Source: an optimization exercise on an open RTL-to-GDS flow (aim: small area and a short achievable clock period). Production flows keep margins and buffers that such runs may drop. Function was checked by simulation only, so behaviour that the tests miss may differ from the original. The clock port is modelled as an ideal driver; clocking choices that lean on that would not hold on a real chip.

==> build 67 <==
==> flow/design.v (excerpt) <==
module bk_mem_ctrl #(
  parameter int WIDTH      = 8,
  parameter int DATA_WIDTH = 2*WIDTH,
  parameter int DEPTH      = 200
) (
  input  logic                    clk,
  input  logic                    rst_n,
  input  logic                    reqValid,
  output logic                    reqReady,
  input  logic                    reqWrite,
  input  logic [WIDTH-1:0]        reqAddr,
  input  logic [DATA_WIDTH-1:0]   reqData,
  input  logic [DATA_WIDTH/8-1:0] reqByteEn,
  output logic                    rspValid,
  input  logic                    rspReady,
  output logic [DATA_WIDTH-1:0]   rspData,
  output logic                    rspErr,
  output logic                    initDone
);
==> module bk_mem_ctrl, before the edit <==
module bk_mem_ctrl #(
  parameter int WIDTH      = 8,
  parameter int DATA_WIDTH = 2*WIDTH,
  parameter int DEPTH      = 200
) (
  input  logic                    clk,
  input  logic                    rst_n,
  input  logic                    reqValid,
  output logic                    reqReady,
  input  logic                    reqWrite,
  input  logic [WIDTH-1:0]        reqAddr,
  input  logic [DATA_WIDTH-1:0]   reqData,
  input  logic [DATA_WIDTH/8-1:0] reqByteEn,
  output logic                    rspValid,
  input  logic                    rspReady,
  output logic [DATA_WIDTH-1:0]   rspData,
  output logic                    rspErr,
  output logic                    initDone
);
  localparam int NB = DATA_WIDTH/8;
  localparam int NHI = (DEPTH + 15) / 16;
  logic                  init_done_reg;
  logic [WIDTH-1:0]      ptr_reg;
  logic                  rsp_valid_reg;
  logic                  rsp_err_reg;
  logic [DATA_WIDTH-1:0] rsp_data_reg;
  logic [DEPTH-1:0][DATA_WIDTH-1:0] mem;
  logic [DEPTH-1:0][DATA_WIDTH-1:0] mem_nxt;
  logic                  in_range;
  logic                  req_ready;
  logic                  accept;
  logic                  rd_acc;
  logic                  wr_acc;
  logic [DATA_WIDTH-1:0] wdata;
  logic [NB-1:0]         lane_wr;
  logic [NHI-1:0]        rhi_n;      
  logic [15:0]           rlo_n;      
  logic [NHI-1:0]        whi_n;      
  logic [NB-1:0][15:0]   wlo_n;      
  logic [DEPTH-1:0]                 rd_sel;
  logic [NB-1:0][DEPTH-1:0]         we;
  logic [NB-1:0][DEPTH-1:0]         hold;
  logic [DATA_WIDTH-1:0][DEPTH-1:0] mem_col;
  logic [DATA_WIDTH-1:0]            rd;
  assign in_range  = {1'b0, reqAddr} < (WIDTH+1)'(DEPTH);
  assign req_ready = init_done_reg && (!rsp_valid_reg || rspReady);
  assign accept    = reqValid && req_ready;
  assign rd_acc    = accept && !reqWrite;
  assign wr_acc    = accept && reqWrite;
  assign wdata = init_done_reg ? reqData : '0;
  always_comb
    for (int b = 0; b < NB; b++)
      lane_wr[b] = wr_acc && reqByteEn[b];
  always_comb begin
    for (int i = 0; i < NHI; i++) begin
      rhi_n[i] = !(reqAddr[7:4] == 4'(i));
      whi_n[i] = !(!init_done_reg || reqAddr[7:4] == 4'(i));
    end
    for (int j = 0; j < 16; j++) begin
      rlo_n[j] = !(reqAddr[3:0] == 4'(j));
      for (int b = 0; b < NB; b++)
        wlo_n[b][j] = !(!init_done_reg || (lane_wr[b] && reqAddr[3:0] == 4'(j)));
    end
  end
  generate
    for (genvar gw = 0; gw < DEPTH; gw++) begin : g_word
      bk_nor2 u_rsel (.a(rhi_n[gw/16]), .b(rlo_n[gw%16]), .y(rd_sel[gw]));
      for (genvar gb = 0; gb < NB; gb++) begin : g_lane
        bk_nor2 u_we (.a(whi_n[gw/16]), .b(wlo_n[gb][gw%16]), .y(we[gb][gw]));
        bk_inv  u_hold (.a(we[gb][gw]), .y(hold[gb][gw]));
        for (genvar gi = 0; gi < 8; gi++) begin : g_bit
          bk_hold u_nxt (.q(mem[gw][gb*8+gi]), .d(wdata[gb*8+gi]), .we(we[gb][gw]),
                         .hold(hold[gb][gw]), .y(mem_nxt[gw][gb*8+gi]));
        end
      end
    end
    for (genvar gd = 0; gd < DATA_WIDTH; gd++) begin : g_col
      for (genvar gw = 0; gw < DEPTH; gw++) begin : g_w
        assign mem_col[gd][gw] = mem[gw][gd];
      end
      bk_rd_col u_rd (.sel(rd_sel), .d(mem_col[gd]), .y(rd[gd]));
    end
  endgenerate
  always_ff @(posedge clk) mem <= mem_nxt;
  always_ff @(posedge clk or negedge rst_n) begin
    if (!rst_n) begin
      ptr_reg       <= '0;
      init_done_reg <= 1'b0;
    end else if (!init_done_reg) begin
      ptr_reg <= ptr_reg + 1'b1;
      if (ptr_reg == WIDTH'(DEPTH-1)) init_done_reg <= 1'b1;
    end
  end
  always_ff @(posedge clk or negedge rst_n) begin
    if (!rst_n) begin
      rsp_valid_reg <= 1'b0;
    end else if (rd_acc) begin
      rsp_valid_reg <= 1'b1;
    end else if (rspReady) begin
      rsp_valid_reg <= 1'b0;
    end
  end
  always_ff @(posedge clk) begin
    if (rd_acc) begin
      rsp_data_reg <= rd;
      rsp_err_reg  <= !in_range;
    end
  end
  assign reqReady = req_ready;
  assign rspValid = rsp_valid_reg;
  assign rspData  = rsp_data_reg;
  assign rspErr   = rsp_err_reg;
  assign initDone = init_done_reg;
endmodule
make LEC_CHECK=0 CAP_MARGIN=20 CORE_MARGIN=2 CORE_UTILIZATION=60 SETUP_SLACK_MARGIN=1.5 SLEW_MARGIN=20 SYNTH_HIERARCHICAL=1 SYNTH_MINIMUM_KEEP_SIZE=0 finish   # period 4.0 ns
run.sh (not shown) runs the stock make flow with config.mk's settings and CLKGATE_MAP_FILE= SYNTH_SCRIPT=/design/flow/synth_recipe.tcl, a recipe that flattens the netlist after the stock synthesis.
==> trial 35 (differences from build 67) <==
--- a/flow/design.v
+++ b/flow/design.v
@@ -98,21 +98,47 @@
       rsp_valid_reg <= 1'b1;
     end else if (rspReady) begin
       rsp_valid_reg <= 1'b0;
     end
   end
+  logic                  rd_hold;
+  logic [DATA_WIDTH-1:0] rsp_data_nxt;
+  logic                  rsp_err_nxt;
+  assign rd_hold = !rd_acc;
+  generate
+    for (genvar gd = 0; gd < DATA_WIDTH; gd++) begin : g_rsp
+      bk_hold u_rsp (.q(rsp_data_reg[gd]), .d(rd[gd]), .we(rd_acc), .hold(rd_hold), .y(rsp_data_nxt[gd]));
+    end
+  endgenerate
+  bk_hold u_err (.q(rsp_err_reg), .d(!in_range), .we(rd_acc), .hold(rd_hold), .y(rsp_err_nxt));
   always_ff @(posedge clk) begin
-    if (rd_acc) begin
-      rsp_data_reg <= rd;
-      rsp_err_reg  <= !in_range;
+    rsp_data_reg <= rsp_data_nxt;
+    rsp_err_reg  <= rsp_err_nxt;
+  end
+  logic init_done_o_reg;
+  logic rsp_valid_o_reg;
+  logic rdy_base_reg;
+  logic init_done_nxt;
+  logic rsp_valid_nxt;
+  assign init_done_nxt = init_done_o_reg || (ptr_reg == WIDTH'(DEPTH-1));
+  assign rsp_valid_nxt = rd_acc || (rsp_valid_o_reg && !rspReady);
+  always_ff @(posedge clk or negedge rst_n) begin
+    if (!rst_n) begin
+      init_done_o_reg <= 1'b0;
+      rsp_valid_o_reg <= 1'b0;
+      rdy_base_reg    <= 1'b0;
+    end else begin
+      init_done_o_reg <= init_done_nxt;
+      rsp_valid_o_reg <= rsp_valid_nxt;
+      rdy_base_reg    <= init_done_nxt && !rsp_valid_nxt;
     end
   end
-  assign reqReady = req_ready;
-  assign rspValid = rsp_valid_reg;
+  assign reqReady = rdy_base_reg || (init_done_o_reg && rspReady);
+  assign rspValid = rsp_valid_o_reg;
   assign rspData  = rsp_data_reg;
   assign rspErr   = rsp_err_reg;
-  assign initDone = init_done_reg;
+  assign initDone = init_done_o_reg;
 endmodule
 module bk_rd_col (input logic [199:0] sel, input logic [199:0] d, output logic y);
   logic t_0;
   bk_aoi222 u_t_0 (.s0(sel[0]), .d0(d[0]), .s1(sel[1]), .d1(d[1]), .s2(sel[2]), .d2(d[2]), .y_n(t_0));
   logic t_1;
- CTS_CLUSTER_DIAMETER: default -> 100
- CTS_CLUSTER_SIZE: default -> 30
- SETUP_SLACK_MARGIN: 1.5 -> 1.3
==> build 28 (differences from build 67) <==
--- a/flow/design.v
+++ b/flow/design.v
@@ -17,15 +17,16 @@
   output logic                    rspErr,
   output logic                    initDone
 );
   localparam int NB = DATA_WIDTH/8;
   localparam int NHI = (DEPTH + 15) / 16;
+  localparam int NPART = 3;   
   logic                  init_done_reg;
   logic [WIDTH-1:0]      ptr_reg;
   logic                  rsp_valid_reg;
   logic                  rsp_err_reg;
-  logic [DATA_WIDTH-1:0] rsp_data_reg;
+  logic [DATA_WIDTH-1:0][NPART-1:0] rsp_data_reg;
   logic [DEPTH-1:0][DATA_WIDTH-1:0] mem;
   logic [DEPTH-1:0][DATA_WIDTH-1:0] mem_nxt;
   logic                  in_range;
   logic                  req_ready;
   logic                  accept;
@@ -39,11 +40,11 @@
   logic [NB-1:0][15:0]   wlo_n;      
   logic [DEPTH-1:0]                 rd_sel;
   logic [NB-1:0][DEPTH-1:0]         we;
   logic [NB-1:0][DEPTH-1:0]         hold;
   logic [DATA_WIDTH-1:0][DEPTH-1:0] mem_col;
-  logic [DATA_WIDTH-1:0]            rd;
+  logic [DATA_WIDTH-1:0][NPART-1:0] rd;
   assign in_range  = {1'b0, reqAddr} < (WIDTH+1)'(DEPTH);
   assign req_ready = init_done_reg && (!rsp_valid_reg || rspReady);
   assign accept    = reqValid && req_ready;
   assign rd_acc    = accept && !reqWrite;
   assign wr_acc    = accept && reqWrite;
@@ -98,23 +99,52 @@
       rsp_valid_reg <= 1'b1;
     end else if (rspReady) begin
       rsp_valid_reg <= 1'b0;
     end
   end
+  logic                  rd_hold;
+  logic [DATA_WIDTH-1:0][NPART-1:0] rsp_data_nxt;
+  logic                  rsp_err_nxt;
+  assign rd_hold = !rd_acc;
+  generate
+    for (genvar gd = 0; gd < DATA_WIDTH; gd++) begin : g_rsp
+      for (genvar gk = 0; gk < NPART; gk++) begin : g_part
+        bk_hold u_rsp (.q(rsp_data_reg[gd][gk]), .d(rd[gd][gk]), .we(rd_acc), .hold(rd_hold),
+                       .y(rsp_data_nxt[gd][gk]));
+      end
+      assign rspData[gd] = |rsp_data_reg[gd];
+    end
+  endgenerate
+  bk_hold u_err (.q(rsp_err_reg), .d(!in_range), .we(rd_acc), .hold(rd_hold), .y(rsp_err_nxt));
   always_ff @(posedge clk) begin
-    if (rd_acc) begin
-      rsp_data_reg <= rd;
-      rsp_err_reg  <= !in_range;
+    rsp_data_reg <= rsp_data_nxt;
+    rsp_err_reg  <= rsp_err_nxt;
+  end
+  logic init_done_o_reg;
+  logic rsp_valid_o_reg;
+  logic rdy_base_reg;
+  logic init_done_nxt;
+  logic rsp_valid_nxt;
+  assign init_done_nxt = init_done_o_reg || (ptr_reg == WIDTH'(DEPTH-1));
+  assign rsp_valid_nxt = rd_acc || (rsp_valid_o_reg && !rspReady);
+  always_ff @(posedge clk or negedge rst_n) begin
+    if (!rst_n) begin
+      init_done_o_reg <= 1'b0;
+      rsp_valid_o_reg <= 1'b0;
+      rdy_base_reg    <= 1'b0;
+    end else begin
+      init_done_o_reg <= init_done_nxt;
+      rsp_valid_o_reg <= rsp_valid_nxt;
+      rdy_base_reg    <= init_done_nxt && !rsp_valid_nxt;
     end
   end
-  assign reqReady = req_ready;
-  assign rspValid = rsp_valid_reg;
-  assign rspData  = rsp_data_reg;
+  assign reqReady = rdy_base_reg || (init_done_o_reg && rspReady);
+  assign rspValid = rsp_valid_o_reg;
   assign rspErr   = rsp_err_reg;
-  assign initDone = init_done_reg;
+  assign initDone = init_done_o_reg;
 endmodule
-module bk_rd_col (input logic [199:0] sel, input logic [199:0] d, output logic y);
+module bk_rd_col (input logic [199:0] sel, input logic [199:0] d, output logic [2:0] y);
   logic t_0;
   bk_aoi222 u_t_0 (.s0(sel[0]), .d0(d[0]), .s1(sel[1]), .d1(d[1]), .s2(sel[2]), .d2(d[2]), .y_n(t_0));
   logic t_1;
   bk_aoi222 u_t_1 (.s0(sel[3]), .d0(d[3]), .s1(sel[4]), .d1(d[4]), .s2(sel[5]), .d2(d[5]), .y_n(t_1));
   logic t_2;
@@ -303,17 +333,13 @@
   bk_nand3 u_r_26 (.a(r_17), .b(r_18), .c(r_19), .y(r_26));
   logic r_27;
   bk_nand3 u_r_27 (.a(r_20), .b(r_21), .c(r_22), .y(r_27));
   logic r_28;
   bk_nand3 u_r_28 (.a(r_23), .b(r_24), .c(r_25), .y(r_28));
-  logic r_29;
-  bk_nor2 u_r_29 (.a(r_26), .b(r_27), .y(r_29));
-  logic r_30;
-  bk_inv u_r_30 (.a(r_28), .y(r_30));
-  logic r_31;
-  bk_nand2 u_r_31 (.a(r_29), .b(r_30), .y(r_31));
-  assign y = r_31;
+  assign y[0] = r_26;
+  assign y[1] = r_27;
+  assign y[2] = r_28;
 endmodule
 module bk_aoi222 (input logic s0, d0, s1, d1, s2, d2, output logic y_n);
   assign y_n = !((s0 & d0) | (s1 & d1) | (s2 & d2));
 endmodule
 module bk_aoi22 (input logic s0, d0, s1, d1, output logic y_n);
- CTS_CLUSTER_DIAMETER: default -> 100
- CTS_CLUSTER_SIZE: default -> 30
- SETUP_SLACK_MARGIN: 1.5 -> 1.3
==> summary.txt <==
	build 67	build 28	trial 35
Routed via count divided by cell count	7.41	7.55	7.49
Maximum fanout count along the critical path	7	10	6
Highest attainable clock frequency	0.322 GHz	0.357 GHz	0.330 GHz
Fill cell total of the finished layout	11,389	13,320	12,928
Total clock sinks	3,227	3,262	3,230
Global-route usage over all layers	44.7%	42.7%	42.5%
XOR/XNOR share of the synthesized area	0.0553%	0.0546%	0.0552%
CTS buffer count	330	118	118
Total core area	183,000 um^2	186,000 um^2	183,000 um^2
Required time worst endpoint	4.71 ns	4.76 ns	4.75 ns
Max stage delay cell, worst path	sky130_fd_sc_hd__nand4_1	sky130_fd_sc_hd__a222oi_1	sky130_fd_sc_hd__a222oi_1
Outcome	no timing/DRC/antenna violations	no timing/DRC/antenna violations	no timing/DRC/antenna violations
Half-perimeter wire length after detailed placement	292,000 um	291,000 um	284,000 um
Met2 GRT Util	63.9%	60.3%	63.0%
Clock-cell share of area	7.38%	2.38%	2.27%
Post-route non-filler standard cell count	13,999	13,145	13,206
Clock Path Buffers	4	3	3
Cells after synthesis	9,179	9,284	9,204
Met3 Track Usage GR	12.4%	11.5%	9.57%
Most frequent standard cell in the layout excluding fill and tap cells	-	sky130_fd_sc_hd__a22o_1	sky130_fd_sc_hd__a22o_1
Met3 wire len	62,400 um	57,900 um	50,000 um
Starting density of the core	60.5%	60.5%	60.5%
Crit path arrival time	3.81 ns	3.56 ns	3.78 ns
Number of synthesized register bits	3,227	3,262	3,230
Pin count of the biggest net entering global routing	75	116	89
Placer Congestion	1.03	1.01	0.998
Worst setup path start	reqAddr[6]	reqAddr[3]	reqAddr[7]

==> re-timing with driven ports <==
Ports are ideal in the flow. The routed layouts listed here were re-timed in OpenROAD. Step 1: set_driving_cell puts a clkbuf_16 on clk and a buf_2 on each other input, an assumption about the parent block. Step 2 adds t to the input delays and takes it off the output delays; t is the mean of the earliest and latest rising clock arrival at the registers after step 1. Input paths then give back, and output paths get back, about the clock's delay inside the block. Three values: no drivers, after step 1, after step 2; two values: the first two.
run	shift t [ns]	setup WS [ns]	pins driven straight from the clock port
build 67	1.069	0.898 / 0.956 / -0.113	1
trial 35	0.930	0.970 / 0.945 / 0.015	1
build 28	0.935	1.195 / 1.132 / 0.197	1
With both steps, setup timing fails in build 67, where it was met with ideal ports. The setup slack of build 67, which loses most, moves by +0.058 ns with the drivers and by -1.011 ns with both steps.
